Context: an optimization exercise on an open-source flow, tuned for small area, a short achievable clock period and few clock cycles. The choices shown serve that exercise and are no tape-out recipe.
Function was checked by simulation only, so behaviour that the tests miss may differ from the original.
Power and IR drop assume default switching activity.

// tag_value_order_message_parser
module tag_value_order_message_parser #(
  parameter int unsigned INSTRUMENT_BYTES = 8
) (
  input  logic        clk_i,
  input  logic        rst_ni,
  input  logic        cfg_valid_i,
  input  logic [7:0]  cfg_field_separator_i,
  output logic        cfg_ready_o,
  input  logic        in_valid_i,
  input  logic [7:0]  in_data_byte_i,
  input  logic        in_is_last_i,
  output logic        in_ready_o,
  output logic        out_valid_o,
  input  logic        out_ready_i,
  output logic [6:0]  out_present_mask_o,
  output logic [31:0] out_order_id_o,
  output logic [31:0] out_client_id_o,
  output logic [31:0] out_side_code_o,
  output logic [31:0] out_order_quantity_o,
  output logic [31:0] out_order_kind_o,
  output logic [31:0] out_limit_price_o,
  output logic [63:0] out_instrument_text_o,
  output logic [3:0]  out_instrument_length_o,
  output logic [1:0]  out_status_o
);
Settings: LEC_CHECK=0, CAP_MARGIN=20, CORE_MARGIN=2, CORE_UTILIZATION=40, SETUP_SLACK_MARGIN=3.5, SLEW_MARGIN=20, TNS_END_PERCENT=5; clock period 6.0 ns.
standard.sh (not shown) runs the stock make flow with config.mk's settings and CLKGATE_MAP_FILE= SYNTH_SCRIPT=/design/flow/synth_recipe.tcl, a recipe that flattens the netlist after the stock synthesis.
==> flow/flow/run.sh <==
#!/bin/bash
# The standard layout, with two changes: the port buffers are buf_2 cells in place of
# the delay buffer buffer_ports picks on its own, and synthesis leaves adders to ABC
# (no full/half adder cells), which gives a faster accumulator. Each tool's output
# goes to standard.log.
set -euo pipefail
export BUFFER_PORTS_ARGS="-buffer_cell sky130_fd_sc_hd__buf_2"
export ADDER_MAP_FILE=
bash standard.sh finish > standard.log 2>&1
Testbench counts at the start, summed over its fixed seeds: cycles 68,502.
Change:
--- a/flow/flow/run.sh
+++ b/flow/flow/run.sh
@@ -2 +2 @@
-# The standard layout, with two changes: the port buffers are buf_2 cells in place of
+# The standard layout, with two changes: the port buffers are buf_1 cells in place of
@@ -7 +7 @@
-export BUFFER_PORTS_ARGS="-buffer_cell sky130_fd_sc_hd__buf_2"
+export BUFFER_PORTS_ARGS="-buffer_cell sky130_fd_sc_hd__buf_1"
Settings changed: CORE_UTILIZATION 40 to 55, CTS_BUF_LIST set to sky130_fd_sc_hd__clkbuf_8, SETUP_SLACK_MARGIN 3.5 to 2.75.
After rerunning: The new run ran to the end with no violations. Die area fell by 27%. Global-route usage rose by 7.4 points. Clock-buffer cell count rose by 18. Utilization rose by 14 points. Synthesized cell count stays the same. Routed wire length fell by about 9%. Clock power fell by about 15%.
Change:
Settings changed: CORE_UTILIZATION 55 to 45, SETUP_SLACK_MARGIN 2.75 to 3.0.
Effect: Count of clock-buffer cells in the layout falls by 2. Sequential share of layout area goes down by 0.59 points. Sequential power goes down by about 4%. Register-to-register slack gets better by 0.097 ns. Design area went up by 1.5%. Sequential cell count stays the same. Wire length rises by 5.8%. Critical path depth is unchanged.

---

lane 1:
Starting RTL as in the previous note.
==> flow/design.v (excerpt) <==
module tag_value_order_message_parser #(
  parameter int unsigned INSTRUMENT_BYTES = 8
) (
  input  logic        clk_i,
  input  logic        rst_ni,
  input  logic        cfg_valid_i,
  input  logic [7:0]  cfg_field_separator_i,
  output logic        cfg_ready_o,
  input  logic        in_valid_i,
  input  logic [7:0]  in_data_byte_i,
  input  logic        in_is_last_i,
  output logic        in_ready_o,
  output logic        out_valid_o,
  input  logic        out_ready_i,
  output logic [6:0]  out_present_mask_o,
  output logic [31:0] out_order_id_o,
  output logic [31:0] out_client_id_o,
  output logic [31:0] out_side_code_o,
  output logic [31:0] out_order_quantity_o,
  output logic [31:0] out_order_kind_o,
  output logic [31:0] out_limit_price_o,
  output logic [63:0] out_instrument_text_o,
  output logic [3:0]  out_instrument_length_o,
  output logic [1:0]  out_status_o
);
  logic [7:0]  sep_q;
  logic        in_v_q;
  logic [7:0]  byte_q;
  logic [4:0]  dig_q;
  logic        last_q;
  tvo_pkg::field_t      fld_q;
  tvo_pkg::field_t      base;
  tvo_pkg::field_t      fld_d;
  logic        fresh_q;
  logic        pend_q;
  logic        emit_q;
  logic        advance;
  logic        is_sep;
  logic        is_eq;
  logic        is_digit;
  logic        is_space;
  logic        key_55;
  logic        key_num;
  logic [31:0] acc_next;
  logic        acc_ovf;
  assign cfg_ready_o = 1'b1;
  always_ff @(posedge clk_i or negedge rst_ni) begin
    if (!rst_ni) begin
      sep_q <= tvo_pkg::SEP_RESET;
    end else if (cfg_valid_i) begin
      sep_q <= cfg_field_separator_i;
    end
  end
  logic out_v_q;
  logic clr_q;
  logic rdy_q;
  assign advance    = !(pend_q && (out_v_q || clr_q));
  assign in_ready_o = rdy_q;
  always_ff @(posedge clk_i or negedge rst_ni) begin
    if (!rst_ni) begin
      in_v_q <= 1'b0;
    end else if (advance) begin
  ...
export LEC_CHECK = 0
export CAP_MARGIN = 20
export CORE_MARGIN = 2
export CORE_UTILIZATION = 40
export SETUP_SLACK_MARGIN = 3.5
export SLEW_MARGIN = 20
export TNS_END_PERCENT = 5
create_clock -name core_clock -period 6.0 [get_ports {clk_i}]
==> flow/flow/run.sh <==
#!/bin/bash
# The standard layout, with the port buffers made of buf_2 cells in place of the
# delay buffer buffer_ports picks on its own. Each tool's output goes to standard.log.
set -euo pipefail
export BUFFER_PORTS_ARGS="-buffer_cell sky130_fd_sc_hd__buf_2"
bash standard.sh finish > standard.log 2>&1
Lane 1 finished end to end and its layout was clean on timing, DRC and antenna.
Testbench counts of lane 1, summed over its fixed seeds: cycles 68,502.
The inputs of lane 2 differ from those of lane 1 as listed below.
- CORE_UTILIZATION changed from 40 to 55
- SETUP_SLACK_MARGIN changed from 3.5 to 3.0
- CTS_BUF_LIST newly set to sky130_fd_sc_hd__clkbuf_8
==> flow/flow/run.sh <==
#!/bin/bash
# The standard layout, with two changes: the port buffers are buf_1 cells in place of
# the delay buffer buffer_ports picks on its own, and synthesis leaves adders to ABC
# (no full/half adder cells), which gives a faster accumulator. Each tool's output
# goes to standard.log.
set -euo pipefail
export BUFFER_PORTS_ARGS="-buffer_cell sky130_fd_sc_hd__buf_1"
export ADDER_MAP_FILE=
bash standard.sh finish > standard.log 2>&1
Lane 2 against lane 1: sequential power rose about 2%; final area about even; minimum clock period after layout fell 440 ps; flip-flop and latch count about even.
On average instance area after synthesis, lane 1 and lane 2 are basically level.
Number of instances in the synthesized netlist (lane 2 vs. lane 1) increases by a little under 10%
Lane 2 -> lane 1: post-synthesis register bit count delta 0, exact match
Summary of lane 2 over lane 1: die area down 21%, switching power up 3.9%.
Measured against each other, lane 1 and lane 2 differ in count of fill cells added during filler insertion, the lower figure coming from lane 2.
Between lane 1 and lane 2, the maximum fanout along the worst path is higher for lane 2.

-- afterwards: timing with drivers on the ports --
Ports are ideal in the flow. The routed layouts listed here were re-timed in OpenROAD. Step 1 sets driving cells, clkbuf_16 on the clock port and buf_2 on the other inputs (assumed; they add their load-dependent delay and slew). Step 2, shift: input delay + t, output delay - t, t = (earliest + latest rising clock arrival at the registers) / 2. This alone moves slack from input paths to output paths. Slacks: ideal ports / drivers / drivers and shift; pairs: ideal ports / drivers.
run	shift t [ns]	setup WS [ns]	worst setup path after step 2	slew at the worst register clock pin (ns)
the first run of note 1	0.632	2.813 / 2.813 / 2.813	register to register	0.06 / 0.06
the second run of note 1	0.639	2.656 / 2.656 / 2.656	register to register	0.07 / 0.07
the third run of note 1	0.680	2.753 / 2.753 / 2.753	register to register	0.07 / 0.07
lane 1	0.623	2.455 / 2.455 / 2.455	register to register	0.07 / 0.07
lane 2	0.658	2.892 / 2.892 / 2.892	register to register	0.07 / 0.07
After both steps setup and hold are still met in every run listed.
